Source: an optimization exercise on an open RTL-to-GDS flow (aim: small area, a short achievable clock period and few clock cycles per item). Production flows keep margins and buffers that such runs may drop.
At most, simulation tests tie the RTL to the original design; equivalence was not proved.
For runs 4 and 5, only the layout was checked, not whether the RTL still works.

[design.v]
`default_nettype none
module startup_ctrl (
    input  logic clk,
    input  logic arst_n,
    output logic core_ready
);
    logic [1:0] cnt;
    always_ff @(posedge clk or negedge arst_n) begin
        if (!arst_n) begin
            cnt        <= '0;
            core_ready <= 1'b0;
        end else if (!core_ready) begin                    
            cnt <= cnt + 1'b1;
            if (cnt == 2'(3 - 1)) begin
                core_ready <= 1'b1;
            end
        end
    end
endmodule
`default_nettype wire
`default_nettype none
module front_end (
    input  logic                       clk,
    input  logic                       arst_n,
    input  logic                       core_ready,
    input  logic                       instr_valid,
    input  logic [16-1:0] instr,
    input  logic                       fire,
    output logic                       ex_valid,
    output logic [13-1:0]         ex_instr,
    output logic                       rob_full
);
    localparam int QD = 8 - 1;      
    logic [2:0]         wp;
    logic [2:0]         rp;
    logic [2:0]         fcnt;
    logic [2:0]         fcnt_nx;
    logic               accept;
    logic               q_empty;
    logic               ex_free;
    logic               direct;
    logic               push;
    logic               pop;
    logic               ex_valid_nx;
    logic [13-1:0] in_q;
    logic [13-1:0] q_head;
    function automatic logic [2:0] incr(input logic [2:0] p);
        incr = (p == 3'(QD - 1)) ? 3'd0 : p + 3'd1;
    endfunction
    assign accept  = instr_valid & core_ready & ~rob_full;
    assign q_empty = (fcnt == 3'd0);
    assign ex_free = ~ex_valid | fire;
    assign direct  = ex_free & q_empty;
    assign push    = accept & ~direct;
    assign pop     = ex_free & ~q_empty;
    assign in_q[12:11]  = instr[15:14];
    assign in_q[10:8]  = instr[13:11];
    assign in_q[7:5] = instr[10:8];
    assign in_q[4:0]   = (instr[15:14] == 2'd3) ? instr[4:0]
                                                             : {instr[4:3], instr[7:5]};
    res_st #(.DEPTH(QD)) qu_queue (
        .clk(clk),
        .wr_en(push),
        .wr_addr(wp),
        .wr_data(in_q),
        .rd_addr(rp),
        .rd_data(q_head)
    );
    assign ex_valid_nx = ex_free ? (accept | ~q_empty) : 1'b1;
    assign fcnt_nx     = fcnt + 3'(push) - 3'(pop);
    always_ff @(posedge clk or negedge arst_n) begin
        if (!arst_n) begin
            wp       <= '0;
            rp       <= '0;
            fcnt     <= '0;
            ex_valid <= 1'b0;
            rob_full <= 1'b0;
        end else begin
            if (push) wp <= incr(wp);
            if (pop)  rp <= incr(rp);
            fcnt     <= fcnt_nx;
            ex_valid <= ex_valid_nx;
            rob_full <= ex_valid_nx & (fcnt_nx == 3'(QD));
        end
    end
    always_ff @(posedge clk or negedge arst_n) begin
        if (!arst_n) begin
            ex_instr <= {2'd3, 3'd0, 3'd0, 5'd0};
        end else if ((direct & accept) | pop) begin
            ex_instr <= q_empty ? in_q : q_head;
        end
    end
endmodule
`default_nettype wire
`default_nettype none
module res_st #(
    parameter int DEPTH = 8 - 1
) (
    input  logic               clk,
    input  logic               wr_en,
    input  logic [2:0]         wr_addr,
    input  logic [13-1:0] wr_data,
    input  logic [2:0]         rd_addr,
    output logic [13-1:0] rd_data
);
    logic [13-1:0] slots [DEPTH];
    always_ff @(posedge clk) begin
        for (int i = 0; i < DEPTH; i++) begin
            if (wr_en && wr_addr == 3'(i)) begin
                slots[i] <= wr_data;
            end
        end
    end
    always_comb begin
        rd_data = slots[0];
        for (int i = 1; i < DEPTH; i++) begin
            if (rd_addr == 3'(i)) begin
                rd_data = slots[i];
            end
        end
    end
endmodule
`default_nettype wire
`default_nettype none
module rf (
    input  logic                      clk,
    input  logic [2:0]                rs1_addr,
    input  logic [2:0]                rs2_addr,
    output logic [16-1:0] rs1_data,
    output logic [16-1:0] rs2_data,
    input  logic                      wr_en,
    input  logic                      clr,
    input  logic [2:0]                wr_addr,
    input  logic [16-1:0] wr_data
);
    logic [16-1:0] regs [1:8-1];
    always_ff @(posedge clk) begin
        for (int i = 1; i < 8; i++) begin
            if (clr || (wr_en && wr_addr == 3'(i))) begin
                regs[i] <= wr_data;
            end
        end
    end
    always_comb begin
        rs1_data = '0;
        rs2_data = '0;
        for (int i = 1; i < 8; i++) begin
            if (rs1_addr == 3'(i)) rs1_data = regs[i];
            if (rs2_addr == 3'(i)) rs2_data = regs[i];
        end
    end
endmodule
`default_nettype wire
`default_nettype none
module back_end (
    input  logic                      clk,
    input  logic                      arst_n,
    input  logic                      schedule_en,
    input  logic                      ex_valid,
    input  logic [13-1:0]        ex_instr,
    output logic                      fire,
    output logic [2:0]                rs1_addr,
    output logic [2:0]                rs2_addr,
    input  logic [16-1:0] rs1_data,
    input  logic [16-1:0] rs2_data,
    output logic [2:0]                wr_addr,
    output logic [16-1:0] result,
    output logic                      commit_valid,
    output logic [19-1:0]   commit
);
    logic                      credit;
    logic [1:0]                op;
    logic [16-1:0] op_a;
    logic [16-1:0] op_b;
    logic [2:0]                c_rd;
    logic [16-1:0] c_val;
    assign fire = ex_valid & credit;
    assign op       = ex_instr[12:11];
    assign wr_addr  = ex_instr[10:8];
    assign rs1_addr = ex_instr[7:5];
    assign rs2_addr = ex_instr[2:0];
    always_comb begin
        op_a = rs1_data;
        op_b = (op == 2'd3) ? {11'd0, ex_instr[4:0]} : rs2_data;
        case (op)
            2'd1: result = op_a - op_b;
            2'd2: result = op_a ^ op_b;
            default:    result = op_a + op_b;
        endcase
    end
    always_ff @(posedge clk or negedge arst_n) begin
        if (!arst_n) begin
            credit       <= 1'b0;
            commit_valid <= 1'b0;
        end else begin
            credit       <= schedule_en | (credit & ~fire);
            commit_valid <= fire;
        end
    end
    always_ff @(posedge clk) begin
        c_rd  <= wr_addr;
        c_val <= result;
    end
    assign commit = {c_rd, (c_rd == 3'd0) ? '0 : c_val};   
endmodule
`default_nettype wire
`default_nettype none
module qu_core
(
    input  logic                       clk,
    input  logic                       arst_n,
    input  logic                       instr_valid,
    input  logic [16-1:0] instr,
    input  logic                       schedule_en,
    output logic                       core_ready,
    output logic                       rob_full,
    output logic                       commit_valid,
    output logic [19-1:0]    commit
);
    logic                      fire;
    logic                      ex_valid;
    logic [13-1:0]        ex_instr;
    logic [2:0]                rs1_addr;
    logic [2:0]                rs2_addr;
    logic [16-1:0] rs1_data;
    logic [16-1:0] rs2_data;
    logic [2:0]                wr_addr;
    logic [16-1:0] result;
    startup_ctrl qu_startup_ctrl (
        .clk(clk),
        .arst_n(arst_n),
        .core_ready(core_ready)
    );
    front_end qu_front_end (
        .clk(clk),
        .arst_n(arst_n),
        .core_ready(core_ready),
        .instr_valid(instr_valid),
        .instr(instr),
        .fire(fire),
        .ex_valid(ex_valid),
        .ex_instr(ex_instr),
        .rob_full(rob_full)
    );
    rf qu_phy_rf (
        .clk(clk),
        .rs1_addr(rs1_addr),
        .rs2_addr(rs2_addr),
        .rs1_data(rs1_data),
        .rs2_data(rs2_data),
        .wr_en(fire),
        .clr(~core_ready),
        .wr_addr(wr_addr),
        .wr_data(result)
    );
    back_end qu_back_end (
        .clk(clk),
        .arst_n(arst_n),
        .schedule_en(schedule_en),
        .ex_valid(ex_valid),
        .ex_instr(ex_instr),
        .fire(fire),
        .rs1_addr(rs1_addr),
        .rs2_addr(rs2_addr),
        .rs1_data(rs1_data),
        .rs2_data(rs2_data),
        .wr_addr(wr_addr),
        .result(result),
        .commit_valid(commit_valid),
        .commit(commit)
    );
endmodule
`default_nettype wire
[run.sh]
#!/bin/bash
# synth_recipe.tcl (not shown) runs the flow's synth.tcl, then flattens the netlist and writes it again
# the make line also repeats each setting of config.mk as NAME=value (left out here)
make -C /OpenROAD-flow-scripts/flow DESIGN_CONFIG=/design/flow/config.mk WORK_HOME=/design/flow/orfs CLKGATE_MAP_FILE= SYNTH_SCRIPT=/design/flow/synth_recipe.tcl finish
[config.mk]
export PLATFORM = sky130hd
export DESIGN_NAME = qu_core
export DESIGN_NICKNAME = qu_core
export VERILOG_FILES = /design/flow/design.v
export SDC_FILE = /design/flow/constraint.sdc
export NUM_CORES = 4
export LEC_CHECK = 0
export ABC_CLOCK_PERIOD_IN_PS = 2500
export CAP_MARGIN = 20
export CORE_MARGIN = 2
export CORE_UTILIZATION = 40
export SETUP_SLACK_MARGIN = 3.0
export SLEW_MARGIN = 20
[constraint.sdc]
create_clock -name core_clock -period 5.5 [get_ports {clk}]
set_input_delay 1.1000 -clock core_clock [delete_from_list [all_inputs] [get_ports {clk}]]
set_output_delay 1.1000 -clock core_clock [all_outputs]
set_load 0.01 [all_outputs]
==> results of run 1 <==
[cell families (layout without fill, tap and decap cells)]
kind of cell               count (synthesis)  after routing  share of synthesized area [%]
AOI/OAI and AO/OA                        289            289                           16.2
xor gates and xnor gates                  41             41                           2.93
adders and majority gates                 23             23                           2.47
buffers and inverters                     77            231                           2.94
DFF                                      251            251                           58.9
muxes                                     62             62                           5.80
and+or+nand+nor                          257            257                           10.8
[layer usage]
layer | vias up | routed length (um) | GRT usage [%] | share of wire (%)
met1 | 4288 | 14200 | 27.7 | 43
met5 | - | 0 | 0 | 0
li1 | 4087 | - | - | -
met3 | 77 | 1800 | 3.29 | 5.4
met4 | 0 | 1110 | 7.55 | 3.4
met2 | 274 | 16000 | 34.7 | 48
[cells in the mapped netlist, types with 6 or more instances]
master / count
xor2_1: 17
a221oi_1: 21
a21o_1: 11
nor2_1: 49
o21ai_0: 81
buf_2: 11
clkbuf_1: 31
a22o_1: 20
a31oi_1: 8
edfxtp_1: 203
inv_1: 18
nor2b_1: 26
ha_1: 21
o211ai_1: 30
mux2_2: 22
xnor2_1: 24
mux2i_1: 30
o21ai_1: 6
and2_1: 7
a22oi_1: 20
nand2b_1: 19
a21oi_1: 29
o22ai_1: 24
nand2_1: 91
nand3_1: 8
nor3_1: 16
dfxtp_1: 19
dfrtp_1: 27
[timing repair]
item / in CTS / in global routing
setup endpoints to repair: 235 / 192
setup buffers: 66 / 19
cloned: 1 / 0
hold buffers: 0 / 0
gates resized for setup: 173 / 35
endpoints found under the hold margin: 0 / 0
pin swaps: 35 / 20
[worst paths after layout]
check	endpoint	depth (start not counted)	slack, ns	startpoint
max	qu_phy_rf.regs[5][10]	18	1.15	qu_front_end.ex_instr[1]
min	qu_startup_ctrl.cnt[0]	1	0.46	qu_startup_ctrl.cnt[0]
max reg2reg	qu_phy_rf.regs[5][10]	18	1.15	qu_front_end.ex_instr[1]
min reg2reg	qu_startup_ctrl.cnt[0]	1	0.46	qu_startup_ctrl.cnt[0]
max in group asynchronous	qu_front_end.ex_instr[1]	2	4.21	arst_n
min in group asynchronous	qu_front_end.fcnt[0]	2	0.92	arst_n
[layout make-up]
type	instances	area, um^2	share of cell area [%]
sequential	251	7220	46.8
tap	396	495	3.22
inverter	19	78.8	0.512
multi-input combinational	672	5280	34.2
timing repair buffer	160	1470	9.55
clock inverter	15	123	0.796
clock buffer	37	744	4.83
[metrics by stage]
step                      instances  worst slack [ns]  utilization, %  instance area (um^2)
after floorplan                1000              1.46               -                 12500
after global placement         1412             0.822            43.9                 13300
after detailed placement       1412             0.725            43.9                 13300
after CTS                      1531              1.17            49.6                 15100
after global routing           1550              1.00            50.8                 15400
final                          1550              1.15            50.8                 15400
[state kept, by name, summed over array words and instances, names as in the netlist, 2 cells and up]
signal,count
qu_back_end.c_rd,3
qu_back_end.c_val,16
qu_front_end.ex_instr,13
qu_front_end.fcnt,3
qu_front_end.qu_queue.slots,91
qu_front_end.rp,3
qu_front_end.wp,3
qu_phy_rf.regs,112
qu_startup_ctrl.cnt,2
==> impl_metrics.toml, run 1 <==
[status]
status = "finished clean"

[floorplanning]
core_area_um2 = 30300
dieHeight_um = 179
design.portCount = 42
start_util_pct = 40.3
fp-row-count = 64
fp.dieW_um = 179
dieArea_um2 = 32000

[logic_synthesis]
synth_cell_types = 81
syn_area_um2 = 12200
syn_inst = 1000
synth.net_count = 1043
netlist.area_leader.share_pct = 49.8
yosys.area.top_type = "edfxtp_1"
ys_warn_count = 7
async_flop_share_pct = 11.6
synth_edf_count = 203
avgSynthCellArea_um2 = 12.2
ys.flop_type = "edfxtp_1"
ys_seq_area_share_pct = 58.9
synth.ff_latch_count = 251
synth.area.top_cells = "edfxtp_1 (50%), dfrtp_1 (5.5%), o21ai_0 (3.3%)"

[routing]
first_iter_violations = 671
dr.pass1.iters = 5
drc_errors = 0
drt-wirelength-per-cell_um = 21.4
vias_per_cell = 5.63
detail-route-antenna-nets = 0
via_count = 8726
drt-total-wl_mm = 33.1

[worst_setup_path]
critPathKind = "flip-flop to flip-flop"
setup.worst_path.end_class = "flip-flop"
startpoint_type = "flip-flop"
crit_slowest_cell = "dfrtp_4"
cp.buffers_inverters = 2
critical_path_arrival_ns = 4.62
cp_max_fo = 8
required_ns = 5.78
path_cells = "buf_6, and3b_1, nor4_4, a2111oi_2, a211oi_2, ha_2, nor2_2, xor2_1, ha_1, a21o_1, a21oi_2, nor2b_1, o21a_1, o41a_1, buf_4, a21o_1, a211o_1, a31o_4"
critical_path.top_delay_family = "compound AO/OA/AOI/OAI gates"
crit_top_cell = "a21o_1"
slowest_delay_ns = 0.47

[clock_network]
root_buffer = "clkbuf_16"
cts_buffers = 28
cts_max_path_buffers = 3
cts_tree = "done"
cts_sinks = 251
htreeDepth = 1
clk_pin_slew_ns = 0.06
worstSkewPairLatency_ns = 0.56

[timing]
fmax_ghz = 0.230
fin_crit_sh_pct = 79.0
finalClockSkew_ns = 0.0369
finalCriticalPeriod_ns = 4.35
worst_hold_slack_ns = 0.461
rsz0062_at_grt = "true"
max_slew_margin_pct = 30.0
drv_slew = 0
worst_pin_slew_ns = 1.04
setup_viol = 0
setup_tns_ns = 0
hold_violations = 0

[grt]
grt_pass1_vias = 8813
grt_overflow_total = 0
grt_start_max_net_pins = 33
grt_pass1_wl_mm = 51.0
grt_use_total_pct = 20.9
antenna_found_initial = 0

[final_layout]
fin_nets = 1175
n_fill_cell = 2585
final_cell_mix = "edfxtp_1 (203), nand2_1 (88), buf_4 (85)"
layout_commonest_cell = "edfxtp_1"
areaGrowthSynthToFinish_pct = 25.9
drive_above_1_share_pct = 28.6
antenna_cells = 0

[job]
drv_cap = 0

[place]
io_buffers = 41
post-dp-hpwl_mm = 21.0
gp_congestion = 0.925

[worst_hold_path]
holdCritPathClass = "flip-flop to flip-flop"
Testbench counts, summed over its fixed seeds: cycles 16,016, items 16,000.
==> inputs of run 2 (changes only) <==
--- a/config.mk
+++ b/config.mk
@@ -5,9 +5,7 @@
 export SDC_FILE = /design/flow/constraint.sdc
 export NUM_CORES = 4
 export LEC_CHECK = 0
-export ABC_CLOCK_PERIOD_IN_PS = 2500
 export CAP_MARGIN = 20
 export CORE_MARGIN = 2
 export CORE_UTILIZATION = 40
-export SETUP_SLACK_MARGIN = 3.0
 export SLEW_MARGIN = 20
==> run 2 against run 1 <==
Register-to-register slack worse by 0.77 ns. Die area did not move. Via count down 4.2%. Utilization decreased by 3.9 points. Critical endpoint is now qu_phy_rf.regs[1][15].
==> impl_metrics.toml, run 2 <==
[status]
status = "finished clean"

[final_layout]
drive_above_1_share_pct = 14.8
largest_reg_flops = 112
finalInstanceArea_um2 = 14200
layout_commonest_cell = "edfxtp_1"
final_cell_mix = "edfxtp_1 (203), nand2_1 (91), o21ai_0 (75)"
areaGrowthSynthToFinish_pct = 16.2
fin_util_pct = 46.8
antenna_cells = 0
fin_nets = 1098
fin_cells = 1472
reg.largest.list = "qu_phy_rf.regs: 112 flops, qu_front_end.qu_queue.slots: 91 flops, qu_back_end.c_val: 16 flops"
top_register = "qu_phy_rf.regs"

[logic_synthesis]
yosys.area.top_type = "edfxtp_1"
syn_area_um2 = 12200
synth_mux_area_share_pct = 5.80
netlist.area_leader.share_pct = 49.8
synthAdderAreaFrac_pct = 2.47
avgSynthCellArea_um2 = 12.2
yosys-top-cells-count = "edfxtp_1 (203), nand2_1 (91), o21ai_0 (81)"
synth.area.top_cells = "edfxtp_1 (50%), dfrtp_1 (5.5%), o21ai_0 (3.3%)"
synth_cell_types = 81
synth_edf_count = 203
async_flop_share_pct = 11.6
synthSimpleGateAreaFrac_pct = 10.8
ys_seq_area_share_pct = 58.9
synth_xor_area_share_pct = 2.93
post-synth-top-count-cell = "edfxtp_1"
synth_top_family_by_area = "compound AO/OA/AOI/OAI gates"
synth.ff_latch_count = 251
ys.flop_type = "edfxtp_1"
synth_compound_area_share_pct = 16.2
synth.net_count = 1043
ys_warn_count = 7
syn_inst = 1000

[worst_setup_path]
path_cells = "nor2_1, or4_1, a31oi_1, a21oi_1, ha_1, mux2i_1, ha_1, nor2b_1, o31ai_1, a211oi_1, o41ai_2, o21ai_0, a221oi_1, a21o_1, nand3_2, xnor2_2"
crit_top_cell = "ha_1"
critPathKind = "flip-flop to flip-flop"
startpoint_type = "flip-flop"
cp_max_fo = 15
slowest_delay_ns = 0.62
critical_path_arrival_ns = 5.45
setup.worst_path.end_class = "flip-flop"
crit_slowest_cell = "dfrtp_1"
required_ns = 5.83

[grt]
grt_overflow_total = 0
grt_start_max_net_pins = 30
grt_use_total_pct = 19.8
antenna_found_initial = 0
grt_pass1_wl_mm = 48.6
grt_pass1_vias = 8296

[routing]
drc_errors = 0
drt-wirelength-per-cell_um = 21.2
via_count = 8363
vias_per_cell = 5.68
first_iter_violations = 611
dr.pass1.iters = 5
drt-total-wl_mm = 31.2
detail-route-antenna-nets = 0

[timing]
post-route-worst-setup-slack_ns = 0.388
finalCriticalPeriod_ns = 5.11
setup_tns_ns = 0
fmax_ghz = 0.196
worst_pin_slew_ns = 1.08
setup_viol = 0
worst_hold_slack_ns = 0.447
finalClockSkew_ns = 0.0263
max_slew_margin_pct = 27.2
fin_crit_sh_pct = 92.9
rsz0062_at_grt = "false"
drv_slew = 0
hold_violations = 0

[floorplanning]
start_util_pct = 40.3
fp.dieW_um = 179
dieHeight_um = 179
dieArea_um2 = 32000
core_area_um2 = 30300
design.portCount = 42
fp-row-count = 64

[place]
post-dp-hpwl_mm = 21.1
dp_slack_ns = 0.393
place_area_um2 = 13200
gp_congestion = 0.956
place_inst = 1421
io_buffers = 41

[clock_network]
worstSkewPairLatency_ns = 0.56
post-cts-setup-buffers = 0
htreeDepth = 1
cts_max_path_buffers = 3
cts_buffers = 28
cts_sinks = 251
cts_tree = "done"
root_buffer = "clkbuf_16"
clk_pin_slew_ns = 0.06

[worst_hold_path]
holdCritPathClass = "flip-flop to flip-flop"

[job]
drv_cap = 0
run 2: cell counts after synthesis:
No cell type changed its count.
run 2: worst max-delay path: cells and delay by family (launching register included):
family | cells | cell delay (ns)
AOI/OAI and AO/OA | 8 | 2.26
DFF | 1 | 0.62
xor gates and xnor gates | 1 | 0.35
muxes | 1 | 0.23
adders and majority gates | 2 | 0.60
and+or+nand+nor | 4 | 0.82
run 2: routing by layer:
metal  vias to the layer above  share of wire (%)  global-route usage, %
met4                         0                2.5                   5.49
li1                       3926                  -                      -
met3                        56                5.2                   2.35
met2                       252                 48                   32.8
met1                      4129                 45                   27.5
met5                         -                  0                      0
run 2: repair_timing:
| item | in CTS | in global routing |
|---|---|---|
| hold buffers | 0 | 0 |
| endpoints found under the setup margin | 0 | 7 |
| resized for setup | 0 | 1 |
run 2: area by class of cell:
type | instances | area [um^2]
fillers | 2705 | 16100
inverters | 19 | 71.3
clock buffers | 36 | 761
multi-input cells | 672 | 4750
well taps | 396 | 495
clock inverters | 15 | 208
repair buffers | 83 | 726
flip-flops and latches | 251 | 7210
run 2: final timing paths:
kind | start | end | slack [ns] | cells past startpoint
max in group asynchronous | arst_n | qu_front_end.ex_instr[1] | 4.22 | 2
worst min-delay path | qu_front_end.ex_instr[8] | qu_back_end.c_rd[0] | 0.45 | 0
worst max register to register | qu_front_end.ex_instr[2] | qu_phy_rf.regs[1][15] | 0.39 | 16
worst min register to register | qu_front_end.ex_instr[8] | qu_back_end.c_rd[0] | 0.45 | 0
worst max-delay path | qu_front_end.ex_instr[2] | qu_phy_rf.regs[1][15] | 0.39 | 16
min in group asynchronous | arst_n | qu_front_end.wp[0] | 0.94 | 2
run 2: kinds of logic after synthesis:
group,Yosys count
AND/OR/NAND/NOR,257
buffers and inverters,77
XOR/XNOR,41
multiplexers,62
AO/OA/AOI/OAI,289
adder cells (fa/ha/maj),23
flip-flops,251
==> inputs of run 3 (changes only) <==
--- a/config.mk
+++ b/config.mk
@@ -5,7 +5,9 @@
 export SDC_FILE = /design/flow/constraint.sdc
 export NUM_CORES = 4
 export LEC_CHECK = 0
+export ABC_CLOCK_PERIOD_IN_PS = 2000
 export CAP_MARGIN = 20
 export CORE_MARGIN = 2
 export CORE_UTILIZATION = 40
+export SETUP_SLACK_MARGIN = 3.3
 export SLEW_MARGIN = 20
==> run 3 against run 2 <==
Still clean. Count of clock-buffer cells in the layout down 5. Highest routed layer unchanged. Cell count up 6.3%. Flip-flop and latch count unchanged. Maximum frequency up 14%. Sequential share of layout area down 4.9 points. Critical endpoint is now qu_phy_rf.regs[1][14]. Critical path type unchanged. Critical path depth down 1.
==> impl_metrics.toml, run 3 <==
[grt]
grt_start_max_net_pins = 32
grt_pass1_wl_mm = 50.9
grt_use_total_pct = 20.7
grt_overflow_total = 0
antenna_found_initial = 0
grt_pass1_vias = 8776

[floorplanning]
dieArea_um2 = 32000
core_area_um2 = 30300
design.portCount = 42
fp.dieW_um = 179
fp-row-count = 64
start_util_pct = 40.3
dieHeight_um = 179

[routing]
detail-route-antenna-nets = 0
drt-wirelength-per-cell_um = 21.2
drc_errors = 0
drt-total-wl_mm = 33.2
first_iter_violations = 641
via_count = 8788
vias_per_cell = 5.62
dr.pass1.iters = 5

[timing]
hold_violations = 0
fmax_ghz = 0.223
setup_viol = 0
fin_crit_sh_pct = 81.5
finalClockSkew_ns = 0.0171
max_slew_margin_pct = 32.7
worst_pin_slew_ns = 0.999
finalCriticalPeriod_ns = 4.48
setup_tns_ns = 0
rsz0062_at_grt = "true"
post-route-worst-setup-slack_ns = 1.02
drv_slew = 0

[logic_synthesis]
syn_area_um2 = 12200
yosys.area.top_type = "edfxtp_1"
async_flop_share_pct = 11.6
syn_inst = 1000
ys_warn_count = 7
synth_cell_types = 81
synth.ff_latch_count = 251
ys.flop_type = "edfxtp_1"
yosys-top-cells-count = "edfxtp_1 (203), nand2_1 (91), o21ai_0 (81)"
synth_edf_count = 203
synth.area.top_cells = "edfxtp_1 (50%), dfrtp_1 (5.5%), o21ai_0 (3.3%)"
netlist.area_leader.share_pct = 49.8
ys_seq_area_share_pct = 58.9
post-synth-top-count-cell = "edfxtp_1"
synth.net_count = 1043
avgSynthCellArea_um2 = 12.2

[worst_hold_path]
holdPathEnd = "qu_startup_ctrl.cnt[0]"
hp-start = "qu_startup_ctrl.cnt[0]"
holdCritPathClass = "flip-flop to flip-flop"
hold_depth = 1

[worst_setup_path]
regToRegSetupSlack_ns = 1.02
critical_path_arrival_ns = 4.77
reg2reg_from = "qu_front_end.ex_instr[5]"
critPathKind = "flip-flop to flip-flop"
startpoint_type = "flip-flop"
required_ns = 5.79
setup.worst_path.end_class = "flip-flop"
r2r_cells = 15
timing.rr.end = "qu_phy_rf.regs[1][14]"
cp_max_fo = 11

[clock_network]
cts_max_path_buffers = 3
htreeDepth = 1
root_buffer = "clkbuf_16"
worstSkewPairLatency_ns = 0.55
cts_tree = "done"
clk_pin_slew_ns = 0.06
cts_buffers = 27
cts_hold_buf = 0
cts_sinks = 251

[final_layout]
layout_commonest_cell = "edfxtp_1"
largest_reg_flops = 112
antenna_cells = 0
reg.largest.list = "qu_phy_rf.regs: 112 flops, qu_front_end.qu_queue.slots: 91 flops, qu_back_end.c_val: 16 flops"
fin_cells = 1564
drive_above_1_share_pct = 31.4
final_cell_mix = "edfxtp_1 (203), buf_4 (93), nand2_1 (86)"
areaGrowthSynthToFinish_pct = 29.0
fin_nets = 1190
top_register = "qu_phy_rf.regs"

[job]
drv_cap = 0

[place]
post-dp-hpwl_mm = 20.5
place_inst = 1408
gp_congestion = 0.863
io_buffers = 41
dp_slack_ns = 0.720

[status]
status = "finished clean"
run 3: timing repair:
| item | in CTS | in global routing |
|---|---|---|
| buffers inserted | 76 | 24 |
| gates resized for setup | 209 | 38 |
| endpoints found under the setup margin | 257 | 188 |
| cloned | 3 | 2 |
| pin swaps | 47 | 38 |
run 3: cells by family after synthesis:
family                   synth area share, %
buffers and inverters                   2.94
flip-flops                              58.9
AO/OA/AOI/OAI                           16.2
multiplexers                            5.80
AND/OR/NAND/NOR                         10.8
adder cells (fa/ha/maj)                 2.47
XOR/XNOR                                2.93
run 3: layout make-up:
cell class	instances	area, um^2
multi-input combinational	676	5480
inverter	19	86.3
sequential	251	7220
timing repair buffer	172	1620
fill	2536	14600
tap	396	495
clock inverter	19	196
clock buffer	31	691
run 3: per-layer routing:
layer	vias up	global-route usage, %	wire length (um)
met5	-	0	0
met4	0	4.81	651
met2	268	34.8	16100
li1	4116	-	-
met1	4350	28.1	14400
met3	54	3.50	2060
run 3: how the worst max path moves through the flow:
stage | startpoint | end
floorplan | qu_front_end.ex_instr[0] | qu_phy_rf.regs[1][14]
global placement | qu_front_end.ex_instr[0] | qu_phy_rf.regs[5][15]
detailed placement | qu_front_end.ex_instr[0] | qu_phy_rf.regs[6][15]
CTS | qu_front_end.ex_instr[0] | qu_phy_rf.regs[1][14]
global route | qu_front_end.ex_instr[2] | qu_phy_rf.regs[1][14]
finish | qu_front_end.ex_instr[5] | qu_phy_rf.regs[1][14]
run 3: worst max-delay path, cell delays in order (launching register included):
cell and delay (ns):
dfrtp_1 0.65, mux4_2 0.55, o21ai_0 0.36, ha_4 0.23, inv_1 0.07, fa_2 0.39, a21o_1 0.20, a21oi_2 0.19
nor2b_1 0.07, o21a_1 0.19, o41a_1 0.35, a211o_1 0.31, a31oi_2 0.20, xor2_1 0.19, mux2i_2 0.09, buf_4 0.19
run 3: stage by stage:
stage	hold WS, ns	util [%]	area [um^2]
after floorplan	0.380	-	12500
after global placement	0.456	44.0	13300
after detailed placement	0.457	44.0	13400
after CTS	0.469	50.8	15400
after global routing	0.485	52.0	15800
final	0.466	52.0	15800
==> inputs of run 4 (changes only) <==
--- a/design.v
+++ b/design.v
@@ -27,7 +27,7 @@
     input  logic [16-1:0] instr,
     input  logic                       fire,
     output logic                       ex_valid,
-    output logic [13-1:0]         ex_instr,
+    output logic [24-1:0]         ex_instr,
     output logic                       rob_full
 );
     localparam int QD = 8 - 1;      
@@ -44,6 +44,22 @@
     logic               ex_valid_nx;
     logic [13-1:0] in_q;
     logic [13-1:0] q_head;
+    logic [13-1:0] ex_q;
+    function automatic logic [24-1:0] decode(input logic [13-1:0] q);
+        logic [24-1:0] x;
+        logic               addi;
+        addi        = (q[12:11] == 2'd3);
+        x           = '0;
+        x[23] = (q[12:11] == 2'd1);
+        x[22] = (q[12:11] == 2'd2);
+        x[21:19]  = q[10:8];
+        for (int k = 1; k < 8; k++) begin
+            x[12 + k - 1] = (q[7:5] == 3'(k));
+            x[5 + k - 1]  = !addi && (q[2:0] == 3'(k));
+        end
+        x[4:0] = addi ? q[4:0] : 5'd0;
+        decode = x;
+    endfunction
     function automatic logic [2:0] incr(input logic [2:0] p);
         incr = (p == 3'(QD - 1)) ? 3'd0 : p + 3'd1;
     endfunction
@@ -83,11 +99,12 @@
             rob_full <= ex_valid_nx & (fcnt_nx == 3'(QD));
         end
     end
-    always_ff @(posedge clk or negedge arst_n) begin
-        if (!arst_n) begin
-            ex_instr <= {2'd3, 3'd0, 3'd0, 5'd0};
+    assign ex_q = q_empty ? in_q : q_head;
+    always_ff @(posedge clk or negedge arst_n) begin
+        if (!arst_n) begin
+            ex_instr <= '0;
         end else if ((direct & accept) | pop) begin
-            ex_instr <= q_empty ? in_q : q_head;
+            ex_instr <= decode(ex_q);
         end
     end
 endmodule
@@ -124,8 +141,8 @@
 `default_nettype none
 module rf (
     input  logic                      clk,
-    input  logic [2:0]                rs1_addr,
-    input  logic [2:0]                rs2_addr,
+    input  logic [8-1:1]  rs1_sel,
+    input  logic [8-1:1]  rs2_sel,
     output logic [16-1:0] rs1_data,
     output logic [16-1:0] rs2_data,
     input  logic                      wr_en,
@@ -145,8 +162,8 @@
         rs1_data = '0;
         rs2_data = '0;
         for (int i = 1; i < 8; i++) begin
-            if (rs1_addr == 3'(i)) rs1_data = regs[i];
-            if (rs2_addr == 3'(i)) rs2_data = regs[i];
+            rs1_data = rs1_data | (regs[i] & {16{rs1_sel[i]}});
+            rs2_data = rs2_data | (regs[i] & {16{rs2_sel[i]}});
         end
     end
 endmodule
@@ -157,10 +174,10 @@
     input  logic                      arst_n,
     input  logic                      schedule_en,
     input  logic                      ex_valid,
-    input  logic [13-1:0]        ex_instr,
+    input  logic [24-1:0]        ex_instr,
     output logic                      fire,
-    output logic [2:0]                rs1_addr,
-    output logic [2:0]                rs2_addr,
+    output logic [8-1:1]  rs1_sel,
+    output logic [8-1:1]  rs2_sel,
     input  logic [16-1:0] rs1_data,
     input  logic [16-1:0] rs2_data,
     output logic [2:0]                wr_addr,
@@ -169,24 +186,22 @@
     output logic [19-1:0]   commit
 );
     logic                      credit;
-    logic [1:0]                op;
     logic [16-1:0] op_a;
     logic [16-1:0] op_b;
     logic [2:0]                c_rd;
     logic [16-1:0] c_val;
     assign fire = ex_valid & credit;
-    assign op       = ex_instr[12:11];
-    assign wr_addr  = ex_instr[10:8];
-    assign rs1_addr = ex_instr[7:5];
-    assign rs2_addr = ex_instr[2:0];
+    assign wr_addr = ex_instr[21:19];
+    assign rs1_sel = ex_instr[18:12];
+    assign rs2_sel = ex_instr[11:5];
+    logic                      sub;
+    logic [16:0]   sum;
     always_comb begin
-        op_a = rs1_data;
-        op_b = (op == 2'd3) ? {11'd0, ex_instr[4:0]} : rs2_data;
-        case (op)
-            2'd1: result = op_a - op_b;
-            2'd2: result = op_a ^ op_b;
-            default:    result = op_a + op_b;
-        endcase
+        op_a   = rs1_data;
+        op_b   = rs2_data | {11'd0, ex_instr[4:0]};   
+        sub    = ex_instr[23];
+        sum    = {op_a, sub} + {op_b ^ {16{sub}}, sub};
+        result = ex_instr[22] ? (op_a ^ op_b) : sum[16:1];
     end
     always_ff @(posedge clk or negedge arst_n) begin
         if (!arst_n) begin
@@ -219,9 +234,9 @@
 );
     logic                      fire;
     logic                      ex_valid;
-    logic [13-1:0]        ex_instr;
-    logic [2:0]                rs1_addr;
-    logic [2:0]                rs2_addr;
+    logic [24-1:0]        ex_instr;
+    logic [8-1:1]  rs1_sel;
+    logic [8-1:1]  rs2_sel;
     logic [16-1:0] rs1_data;
     logic [16-1:0] rs2_data;
     logic [2:0]                wr_addr;
@@ -244,8 +259,8 @@
     );
     rf qu_phy_rf (
         .clk(clk),
-        .rs1_addr(rs1_addr),
-        .rs2_addr(rs2_addr),
+        .rs1_sel(rs1_sel),
+        .rs2_sel(rs2_sel),
         .rs1_data(rs1_data),
         .rs2_data(rs2_data),
         .wr_en(fire),
@@ -260,8 +275,8 @@
         .ex_valid(ex_valid),
         .ex_instr(ex_instr),
         .fire(fire),
-        .rs1_addr(rs1_addr),
-        .rs2_addr(rs2_addr),
+        .rs1_sel(rs1_sel),
+        .rs2_sel(rs2_sel),
         .rs1_data(rs1_data),
         .rs2_data(rs2_data),
         .wr_addr(wr_addr),
--- a/config.mk
+++ b/config.mk
@@ -5,7 +5,6 @@
 export SDC_FILE = /design/flow/constraint.sdc
 export NUM_CORES = 4
 export LEC_CHECK = 0
-export ABC_CLOCK_PERIOD_IN_PS = 2000
 export CAP_MARGIN = 20
 export CORE_MARGIN = 2
 export CORE_UTILIZATION = 40
==> run 4 against run 3 <==
Synthesized area shrank 4.4%. Clock skew shrank 0.0034 ns. Via count shrank 4.2%. Still clean. Count of clock-buffer cells in the layout grew 9. Die area shrank 4.3%. Register-to-register slack gained 0.71 ns. Routed wire length shrank 7.6%.
==> impl_metrics.toml, run 4 <==
[timing]
drv_slew = 0
post-route-worst-setup-slack_ns = 1.73
fin_crit_sh_pct = 68.6
setup_viol = 0
finalClockSkew_ns = 0.0137
worst_pin_slew_ns = 0.921
rsz0062_at_grt = "true"
finalCriticalPeriod_ns = 3.77
hold_violations = 0
fmax_ghz = 0.265
setup_tns_ns = 0
max_slew_margin_pct = 38.6

[floorplanning]
core_area_um2 = 28800
design.portCount = 42
start_util_pct = 40.6
dieArea_um2 = 30600
dieHeight_um = 175
fp.dieW_um = 175
fp-row-count = 62

[worst_setup_path]
cp.buffers_inverters = 0
setup.worst_path.end_class = "flip-flop"
critical_path_arrival_ns = 4.05
slowest_delay_ns = 0.54
crit_slowest_cell = "dfrtp_4"
regToRegSetupSlack_ns = 1.73
required_ns = 5.77
startpoint_type = "flip-flop"
path_cells = "a22o_1, a221oi_2, and3_1, xnor2_1, ha_1, a21oi_2, o21a_1, o21ai_2, a2111oi_4, nor4_2, or4_1, a31oi_2, xor2_1, o21ai_4"
cp_max_fo = 8
critPathKind = "flip-flop to flip-flop"
critical_path.top_delay_family = "compound AO/OA/AOI/OAI gates"

[job]
drv_cap = 0

[routing]
drc_errors = 0
vias_per_cell = 5.76
first_iter_violations = 1152
detail-route-antenna-nets = 0
drt-total-wl_mm = 30.7
via_count = 8417
dr.pass1.iters = 6
drt-wirelength-per-cell_um = 21.0

[grt]
grt_pass1_wl_mm = 46.9
antenna_found_initial = 2
grt_use_total_pct = 19.7
grt_overflow_total = 0
grt_start_max_net_pins = 41
grt_pass1_vias = 8131

[worst_hold_path]
holdCritPathClass = "flip-flop to flip-flop"

[logic_synthesis]
synth.ff_latch_count = 262
async_flop_share_pct = 15.3
synth.net_count = 954
yosys-top-cells-count = "edfxtp_1 (203), nand2_1 (74), a22oi_1 (60)"
ys.flop_type = "edfxtp_1"
netlist.area_leader.share_pct = 52.1
syn_inst = 913
avgSynthCellArea_um2 = 12.8
yosys.area.top_type = "edfxtp_1"
ys_seq_area_share_pct = 63.9
post-synth-top-count-cell = "edfxtp_1"
synth_edf_count = 203
ys_warn_count = 7
synth_cell_types = 70
syn_area_um2 = 11700
synth.area.top_cells = "edfxtp_1 (52%), dfrtp_1 (8.6%), a22oi_1 (3.9%)"

[final_layout]
areaGrowthSynthToFinish_pct = 30.9
antenna_cells = 0
final-seq-area_um2 = 7520
top_register = "qu_phy_rf.regs"
fin_nets = 1097
drive_above_1_share_pct = 35.5
n_fill_cell = 2367
reg.largest.list = "qu_phy_rf.regs: 112 flops, qu_front_end.qu_queue.slots: 91 flops, qu_front_end.ex_instr: 24 flops"
largest_reg_flops = 112
layout_commonest_cell = "edfxtp_1"
final_cell_mix = "edfxtp_1 (203), buf_4 (77), nand2_1 (66)"
multi_input_area_um2 = 4750
fin_cells = 1462

[clock_network]
root_buffer = "clkbuf_16"
htreeDepth = 1
cts_sinks = 262
cts_buffers = 28
cts_max_path_buffers = 3
worstSkewPairLatency_ns = 0.56
cts_hold_buf = 0
clk_pin_slew_ns = 0.06
cts_tree = "done"

[status]
status = "finished clean"

[place]
io_buffers = 41
place_inst = 1292
gp_congestion = 0.812
post-dp-hpwl_mm = 17.3
dp_slack_ns = 1.31
## run 4: logic make-up after synthesis
kind of cell,Yosys count,share of synthesized area (%)
DFF,262,63.9
and+or+nand+nor,223,9.35
xor gates and xnor gates,48,3.59
muxes,14,1.43
adders and majority gates,21,2.31
buffers and inverters,75,2.79
AOI/OAI and AO/OA,270,16.6
## run 4: what timing repair did
action / CTS / global route
pin swaps: 64 / 69
setup buffers: 96 / 19
gates resized for setup: 231 / 99
cloned: 2 / 1
endpoints found under the setup margin: 269 / 207
## run 4: metrics by stage
step | area [um^2] | utilization, % | hold WS [ns]
finish | 15300 | 53.2 | 0.429
global route | 15300 | 53.2 | 0.451
CTS | 14800 | 51.3 | 0.428
detailed placement | 12700 | 44.1 | 0.405
global placement | 12700 | 44.1 | 0.420
floorplan | 12000 | - | 0.380
## run 4: layer usage
| layer | routed length, um | track usage (%) |
|---|---|---|
| met2 | 14000 | 30.6 |
| met3 | 2480 | 3.42 |
| met1 | 13400 | 28.2 |
| met4 | 747 | 6.15 |
| met5 | 11 | 0 |
## run 4: final cells by class
cell class	count	share of cell area [%]
flip-flops and latches	262	49.2
multi-input cells	576	31.0
repair buffers	172	10.4
clock buffers	40	5.07
well taps	384	3.14
clock inverters	12	0.785
inverters	16	0.449
## run 4: path summary, 6_finish.rpt
check / startpoint / cells past startpoint / endpoint
setup / recovery: qu_front_end.ex_instr[5] / 14 / qu_phy_rf.regs[2][14]
hold reg to reg: qu_front_end.ex_instr[21] / 0 / qu_back_end.c_rd[2]
max in group asynchronous: arst_n / 1 / qu_front_end.ex_instr[15]
min in group asynchronous: arst_n / 1 / qu_startup_ctrl.cnt[0]
hold / removal: qu_front_end.ex_instr[21] / 0 / qu_back_end.c_rd[2]
setup reg to reg: qu_front_end.ex_instr[5] / 14 / qu_phy_rf.regs[2][14]
==> inputs of run 5 (changes only) <==
--- a/config.mk
+++ b/config.mk
@@ -7,6 +7,8 @@
 export LEC_CHECK = 0
 export CAP_MARGIN = 20
 export CORE_MARGIN = 2
-export CORE_UTILIZATION = 40
+export CORE_UTILIZATION = 55
+export PLACE_DENSITY = 0.7
 export SETUP_SLACK_MARGIN = 3.3
 export SLEW_MARGIN = 20
+export TNS_END_PERCENT = 100
==> run 5 against run 4 <==
Largest cell class unchanged. Hold slack better by 0.0020 ns. Via count up 2.2%. Still clean on timing, DRC and antenna. Setup slack worse by 0.075 ns.
==> impl_metrics.toml, run 5 <==
[logic_synthesis]
ys_warn_count = 7
synth.area.top_cells = "edfxtp_1 (52%), dfrtp_1 (8.6%), a22oi_1 (3.9%)"
synth.net_count = 954
netlist.area_leader.share_pct = 52.1
ys_seq_area_share_pct = 63.9
syn_area_um2 = 11700
ys.flop_type = "edfxtp_1"
post-synth-top-count-cell = "edfxtp_1"
async_flop_share_pct = 15.3
avgSynthCellArea_um2 = 12.8
synth.ff_latch_count = 262
synth_cell_types = 70
yosys.area.top_type = "edfxtp_1"
synth_edf_count = 203
syn_inst = 913
yosys-top-cells-count = "edfxtp_1 (203), nand2_1 (74), a22oi_1 (60)"

[final_layout]
multi_input_area_um2 = 4700
areaGrowthSynthToFinish_pct = 28.0
top_register = "qu_phy_rf.regs"
drive_above_1_share_pct = 33.8
final-seq-area_um2 = 7520
antenna_cells = 0
largest_reg_flops = 112
n_fill_cell = 1402
reg.largest.list = "qu_phy_rf.regs: 112 flops, qu_front_end.qu_queue.slots: 91 flops, qu_front_end.ex_instr: 24 flops"
fin_nets = 1090
fin_cells = 1346
layout_commonest_cell = "edfxtp_1"
final_cell_mix = "edfxtp_1 (203), buf_4 (83), nand2_1 (65)"

[floorplanning]
start_util_pct = 55.8
fp-row-count = 53
core_area_um2 = 21000
dieHeight_um = 150
dieArea_um2 = 22500
design.portCount = 42
fp.dieW_um = 150

[worst_setup_path]
startpoint_type = "flip-flop"
setup.worst_path.end_class = "flip-flop"
critPathKind = "flip-flop to flip-flop"
regToRegSetupSlack_ns = 1.65
required_ns = 5.76
critical_path_arrival_ns = 4.10
cp_max_fo = 17

[clock_network]
worstSkewPairLatency_ns = 0.56
cts_max_path_buffers = 3
cts_tree = "done"
cts_sinks = 262
root_buffer = "clkbuf_16"
cts_hold_buf = 0
clk_pin_slew_ns = 0.06
htreeDepth = 1
cts_buffers = 28

[timing]
finalCriticalPeriod_ns = 3.85
hold_violations = 0
max_slew_margin_pct = 36.8
fmax_ghz = 0.260
drv_slew = 0
setup_tns_ns = 0
rsz0062_at_grt = "true"
setup_viol = 0
fin_crit_sh_pct = 69.9
worst_pin_slew_ns = 0.948
finalClockSkew_ns = 0.0155

[grt]
grt_pass1_vias = 8568
grt_pass1_wl_mm = 46.2
grt_start_max_net_pins = 41
grt_use_total_pct = 26.9
grt_overflow_total = 0
antenna_found_initial = 0

[routing]
dr.pass1.iters = 7
first_iter_violations = 1167
via_count = 8601
drc_errors = 0
detail-route-antenna-nets = 0
vias_per_cell = 6.39
drt-total-wl_mm = 31.4
drt-wirelength-per-cell_um = 23.3

[status]
status = "finished clean"

[place]
place_inst = 1183
io_buffers = 41
post-dp-hpwl_mm = 17.0
gp_congestion = 0.892

[job]
drv_cap = 0

[worst_hold_path]
holdCritPathClass = "flip-flop to flip-flop"
-- run 5: cell families after synthesis --
| family | after synthesis | share of synthesized area [%] |
|---|---|---|
| compound gates | 270 | 16.6 |
| mux | 14 | 1.43 |
| xor+xnor | 48 | 3.59 |
| buf+inv | 75 | 2.79 |
| flops | 262 | 63.9 |
| simple gates | 223 | 9.35 |
| fa+ha+maj | 21 | 2.31 |
-- run 5: cell type report --
type                    count  area share (%)
flip-flops and latches    262            50.2
clock buffers              41            5.01
repair buffers            165            9.55
well taps                 275            2.30
clock inverters            11            1.08
inverters                  16           0.460
multi-input cells         576            31.4
-- run 5: worst paths after layout --
check	cells after the start	end	start
hold reg to reg	0	qu_back_end.c_rd[2]	qu_front_end.ex_instr[21]
setup reg to reg	13	qu_phy_rf.regs[6][14]	qu_front_end.ex_instr[14]
max in group asynchronous	1	qu_front_end.ex_instr[7]	arst_n
min in group asynchronous	1	qu_front_end.rob_full	arst_n
hold / removal	0	qu_back_end.c_rd[2]	qu_front_end.ex_instr[21]
setup / recovery	13	qu_phy_rf.regs[6][14]	qu_front_end.ex_instr[14]
-- run 5: worst max-delay path: stages, from the launching register on --
cell and delay [ns]:
dfrtp_2 0.59, a222oi_1 0.43, nand3_1 0.22, ha_1 0.35, a21oi_2 0.18, buf_4 0.15
o21a_1 0.14, o21ai_2 0.09, a2111oi_4 0.34, nor4_2 0.10, or4_1 0.43, a31oi_2 0.18
xor2_1 0.20, o21ai_2 0.14
-- run 5: metal layers --
metal | up-vias | GRT usage (%) | wire length (um)
met5 | - | 0 | 0
met1 | 4198 | 33.7 | 11700
met2 | 483 | 46.7 | 15900
li1 | 3807 | - | -
met3 | 113 | 4.85 | 2460
met4 | 0 | 10.5 | 1320
-- run 5: per-stage QoR --
stage	cell area (um^2)	hold WS, ns	setup WS [ns]	util, %
2_1_floorplan	12000	0.380	1.96	-
6_report	15000	0.431	1.65	71.4
3_5_place_dp	12500	0.426	1.28	59.9
4_1_cts	14400	0.433	1.72	68.7
5_1_grt	15000	0.453	1.54	71.4
3_3_place_gp	12500	0.426	1.38	59.9
-- run 5: what timing repair did --
action / 4_1_cts / 5_1_grt
gates cloned: 1 / 1
pin swaps: 57 / 71
gates resized for setup: 211 / 84
endpoints found under the setup margin: 268 / 183
setup buffers: 82 / 27
==> inputs of run 6 (changes only) <==
--- a/design.v
+++ b/design.v
@@ -27,7 +27,7 @@
     input  logic [16-1:0] instr,
     input  logic                       fire,
     output logic                       ex_valid,
-    output logic [24-1:0]         ex_instr,
+    output logic [25-1:0]         ex_instr,
     output logic                       rob_full
 );
     localparam int QD = 8 - 1;      
@@ -45,13 +45,15 @@
     logic [13-1:0] in_q;
     logic [13-1:0] q_head;
     logic [13-1:0] ex_q;
-    function automatic logic [24-1:0] decode(input logic [13-1:0] q);
-        logic [24-1:0] x;
+    logic [25-1:0] ex_d;
+    function automatic logic [25-1:0] decode(input logic [13-1:0] q);
+        logic [25-1:0] x;
         logic               addi;
         addi        = (q[12:11] == 2'd3);
         x           = '0;
-        x[23] = (q[12:11] == 2'd1);
-        x[22] = (q[12:11] == 2'd2);
+        x[24] = (q[12:11] != 2'd2) && (q[10:8] != 3'd0);
+        x[23] = (q[12:11] == 2'd2) && (q[10:8] != 3'd0);
+        x[22]  = (q[12:11] == 2'd1);
         x[21:19]  = q[10:8];
         for (int k = 1; k < 8; k++) begin
             x[12 + k - 1] = (q[7:5] == 3'(k));
@@ -100,11 +102,17 @@
         end
     end
     assign ex_q = q_empty ? in_q : q_head;
-    always_ff @(posedge clk or negedge arst_n) begin
-        if (!arst_n) begin
-            ex_instr <= '0;
+    assign ex_d = decode(ex_q);
+    always_ff @(posedge clk or negedge arst_n) begin
+        if (!arst_n) begin
+            ex_instr[24:23] <= '0;
         end else if ((direct & accept) | pop) begin
-            ex_instr <= decode(ex_q);
+            ex_instr[24:23] <= ex_d[24:23];
+        end
+    end
+    always_ff @(posedge clk) begin
+        if ((direct & accept) | pop) begin
+            ex_instr[22:0] <= ex_d[22:0];
         end
     end
 endmodule
@@ -174,7 +182,7 @@
     input  logic                      arst_n,
     input  logic                      schedule_en,
     input  logic                      ex_valid,
-    input  logic [24-1:0]        ex_instr,
+    input  logic [25-1:0]        ex_instr,
     output logic                      fire,
     output logic [8-1:1]  rs1_sel,
     output logic [8-1:1]  rs2_sel,
@@ -199,9 +207,10 @@
     always_comb begin
         op_a   = rs1_data;
         op_b   = rs2_data | {11'd0, ex_instr[4:0]};   
-        sub    = ex_instr[23];
+        sub    = ex_instr[22];
         sum    = {op_a, sub} + {op_b ^ {16{sub}}, sub};
-        result = ex_instr[22] ? (op_a ^ op_b) : sum[16:1];
+        result = ((op_a ^ op_b) & {16{ex_instr[23]}})
+               | (sum[16:1] & {16{ex_instr[24]}});
     end
     always_ff @(posedge clk or negedge arst_n) begin
         if (!arst_n) begin
@@ -216,7 +225,7 @@
         c_rd  <= wr_addr;
         c_val <= result;
     end
-    assign commit = {c_rd, (c_rd == 3'd0) ? '0 : c_val};   
+    assign commit = {c_rd, c_val};                         
 endmodule
 `default_nettype wire
 `default_nettype none
@@ -234,7 +243,7 @@
 );
     logic                      fire;
     logic                      ex_valid;
-    logic [24-1:0]        ex_instr;
+    logic [25-1:0]        ex_instr;
     logic [8-1:1]  rs1_sel;
     logic [8-1:1]  rs2_sel;
     logic [16-1:0] rs1_data;
==> config.mk (replaced) <==
export PLATFORM = sky130hd
export DESIGN_NAME = qu_core
export DESIGN_NICKNAME = qu_core
export VERILOG_FILES = /design/flow/design.v
export SDC_FILE = /design/flow/constraint.sdc
export NUM_CORES = 4
export LEC_CHECK = 0
export ABC_AREA = 1
export CAP_MARGIN = 20
export CORE_MARGIN = 2
export CORE_UTILIZATION = 40
export SETUP_SLACK_MARGIN = 3.0
export SLEW_MARGIN = 20
==> run 6 against run 5 <==
First-iteration DRC count fell by 33%. Cell count up 26%. Setup slack gained 0.83 ns. Routed wire length grew 1.3%. Clock skew rose by 0.0075 ns. Non-clock buffer count up 12. Sequential share of layout area is 2.0 points lower. Flip-flop and latch count is 1 higher. Critical path type unchanged. Die area increased by 39%.
==> impl_metrics.toml, run 6 <==
[clock_network]
worstSkewPairLatency_ns = 0.57
cts_sinks = 263
clk_pin_slew_ns = 0.06
root_buffer = "clkbuf_16"
cts_max_path_buffers = 3
cts_buffers = 29
cts_hold_buf = 0
cts_tree = "done"
htreeDepth = 1

[logic_synthesis]
synth_cell_types = 47
ys.flop_type = "edfxtp_1"
syn_inst = 1117
syn_area_um2 = 11900
synth.net_count = 1158
yosys.area.top_type = "edfxtp_1"
synth_edf_count = 226
async_flop_share_pct = 6.84
synth.ff_latch_count = 263
netlist.area_leader.share_pct = 57.0
avgSynthCellArea_um2 = 10.7
ys_seq_area_share_pct = 63.9
ys_warn_count = 7
synth.area.top_cells = "edfxtp_1 (57%), nand2_1 (9.2%), dfrtp_1 (3.8%)"
post-synth-top-count-cell = "nand2_1"
yosys-top-cells-count = "nand2_1 (293), edfxtp_1 (226), inv_1 (82)"

[floorplanning]
fp-row-count = 63
start_util_pct = 40.4
design.portCount = 42
dieArea_um2 = 31200
core_area_um2 = 29500
dieHeight_um = 177
fp.dieW_um = 177

[job]
drv_cap = 0

[timing]
fin_crit_sh_pct = 54.9
setup_viol = 0
rsz0062_at_grt = "true"
max_slew_margin_pct = 44.2
finalCriticalPeriod_ns = 3.02
setup_tns_ns = 0
worst_hold_slack_ns = 0.405
fmax_ghz = 0.331
worst_pin_slew_ns = 0.836
hold_violations = 0
drv_slew = 0
post-route-worst-setup-slack_ns = 2.48
finalClockSkew_ns = 0.0230

[routing]
dr.pass1.iters = 5
via_count = 9141
drc_errors = 0
first_iter_violations = 786
vias_per_cell = 5.39
drt-total-wl_mm = 31.8
drt-wirelength-per-cell_um = 18.8
detail-route-antenna-nets = 0

[worst_setup_path]
startpoint_type = "flip-flop"
critPathKind = "flip-flop to flip-flop"
setup.worst_path.end_class = "flip-flop"
critical_path_arrival_ns = 3.31
required_ns = 5.79
cp_max_fo = 8
regToRegSetupSlack_ns = 2.48

[final_layout]
areaGrowthSynthToFinish_pct = 32.6
layout_commonest_cell = "nand2_1"
fin_util_pct = 53.6
multi_input_area_um2 = 4770
fin_cells = 1695
largest_reg_flops = 112
reg.largest.list = "qu_phy_rf.regs: 112 flops, qu_front_end.qu_queue.slots: 91 flops, qu_front_end.ex_instr: 25 flops"
final_cell_mix = "nand2_1 (263), edfxtp_1 (226), buf_4 (105)"
top_register = "qu_phy_rf.regs"
fin_nets = 1323
finalInstanceArea_um2 = 15800
n_fill_cell = 2520
antenna_cells = 0
final-seq-area_um2 = 7620
drive_above_1_share_pct = 28.5

[place]
dp_slack_ns = 2.12
gp_congestion = 0.895
post-dp-hpwl_mm = 18.8
place_inst = 1513
io_buffers = 41
place_area_um2 = 12900

[grt]
grt_use_total_pct = 19.8
grt_pass1_vias = 8871
grt_start_max_net_pins = 27
grt_pass1_wl_mm = 48.1
grt_overflow_total = 0
antenna_found_initial = 0

[worst_hold_path]
holdCritPathClass = "flip-flop to flip-flop"

[status]
status = "finished clean"
[run 6: cell count changes after synthesis, sizes merged, moves of 16 or more]
| cell | before | now |
|---|---|---|
| a21oi | 33 | 49 |
| a221oi | 7 | 29 |
| dfrtp | 40 | 18 |
| nor2b | 19 | 0 |
| nand3 | 32 | 59 |
| a222oi | 27 | 0 |
| edfxtp | 203 | 226 |
| inv | 16 | 85 |
| a22oi | 63 | 0 |
| nand4 | 2 | 29 |
| nor2 | 42 | 79 |
| nand2 | 74 | 297 |
[run 6: cell families (layout without fill, tap and decap cells)]
logic type | after synthesis | in the layout | share of synthesized area [%]
XOR/XNOR | 29 | 29 | 2.13
flip-flops | 263 | 263 | 63.9
AND/OR/NAND/NOR | 492 | 492 | 17.7
buffers and inverters | 129 | 317 | 4.32
adder cells (fa/ha/maj) | 21 | 21 | 2.27
multiplexers | 1 | 1 | 0.0945
AO/OA/AOI/OAI | 182 | 182 | 9.57
[run 6: repair_timing]
item / CTS / global route
setup endpoints to repair: 258 / 167
gates resized for setup: 145 / 86
pin swaps: 44 / 56
cloned: 1 / 1
buffers inserted: 83 / 43
[run 6: path summary, 6_finish.rpt]
kind	from	cells past startpoint	to
max	qu_front_end.ex_instr[7]	14	qu_phy_rf.regs[3][15]
min	qu_front_end.ex_instr[21]	0	qu_back_end.c_rd[2]
max reg2reg	qu_front_end.ex_instr[7]	14	qu_phy_rf.regs[3][15]
min reg2reg	qu_front_end.ex_instr[21]	0	qu_back_end.c_rd[2]
max in group asynchronous	arst_n	1	qu_startup_ctrl.core_ready
min in group asynchronous	arst_n	1	qu_front_end.ex_valid
[run 6: final cells by class]
class	instances	share of cell area, %
Timing Repair Buffer	177	10.3
Timing Repair inverter	1	0.0475
Multi-Input combinational cell	725	30.2
Tap cell	390	3.09
Clock buffer	40	4.98
Clock inverter	14	0.855
Sequential cell	263	48.2
Inverter	85	2.23
[run 6: worst max-delay path, cell delays in order, from the launching register on]
cell and delay, ns:
edfxtp_1 0.49, buf_6 0.18, clkbuf_16 0.15, a221oi_2 0.23, nand4_1 0.21, xor2_2 0.22, ha_4 0.27, a21oi_1 0.15
inv_1 0.11, nor2_2 0.18, o21ai_2 0.09, a21oi_2 0.15, nand3b_1 0.11, nand3_2 0.13, nand2_4 0.09
[run 6: routing by layer]
layer / share of wire, % / global-route usage, % / up-vias / wire (um)
met5: 0 / 0 / - / 0
met4: 4.7 / 7.92 / 0 / 1500
met1: 40 / 25.2 / 4416 / 12800
li1: - / - / 4261 / -
met3: 5.9 / 2.65 / 108 / 1860
met2: 49 / 34.1 / 356 / 15700
Testbench counts of run 6, summed over its fixed seeds: cycles 16,016, items 16,000.

re-timing with driven ports:
No port has a modelled driver above. Below, the same layouts with a new extraction and two added sets of constraints.
Step 1 assumes that a clkbuf_16 drives the clock port and a buf_2 every other input.
Step 2 adds t to the input delays and takes it off the output delays; t is the mean of the earliest and latest rising clock arrival at the registers after step 1. Input paths then give back, and output paths get back, about the clock's delay inside the block.
Slacks: no drivers / after step 1 / after step 2; pairs: no drivers / after step 1.
| run | t, ns | setup slack, ns | latest minus earliest clock arrival (ns) |
|---|---|---|---|
| run 1 | 0.597 | 1.155 / 1.155 / 1.155 | 0.038 / 0.037 |
| run 2 | 0.592 | 0.388 / 0.388 / 0.388 | 0.028 / 0.028 |
| run 3 | 0.585 | 1.019 / 1.019 / 1.019 | 0.017 / 0.017 |
| run 4 | 0.605 | 1.728 / 1.728 / 1.728 | 0.013 / 0.014 |
| run 5 | 0.597 | 1.654 / 1.654 / 1.654 | 0.017 / 0.017 |
| run 6 | 0.603 | 2.480 / 2.480 / 2.480 | 0.023 / 0.023 |
After both steps setup and hold are still met in every run listed.
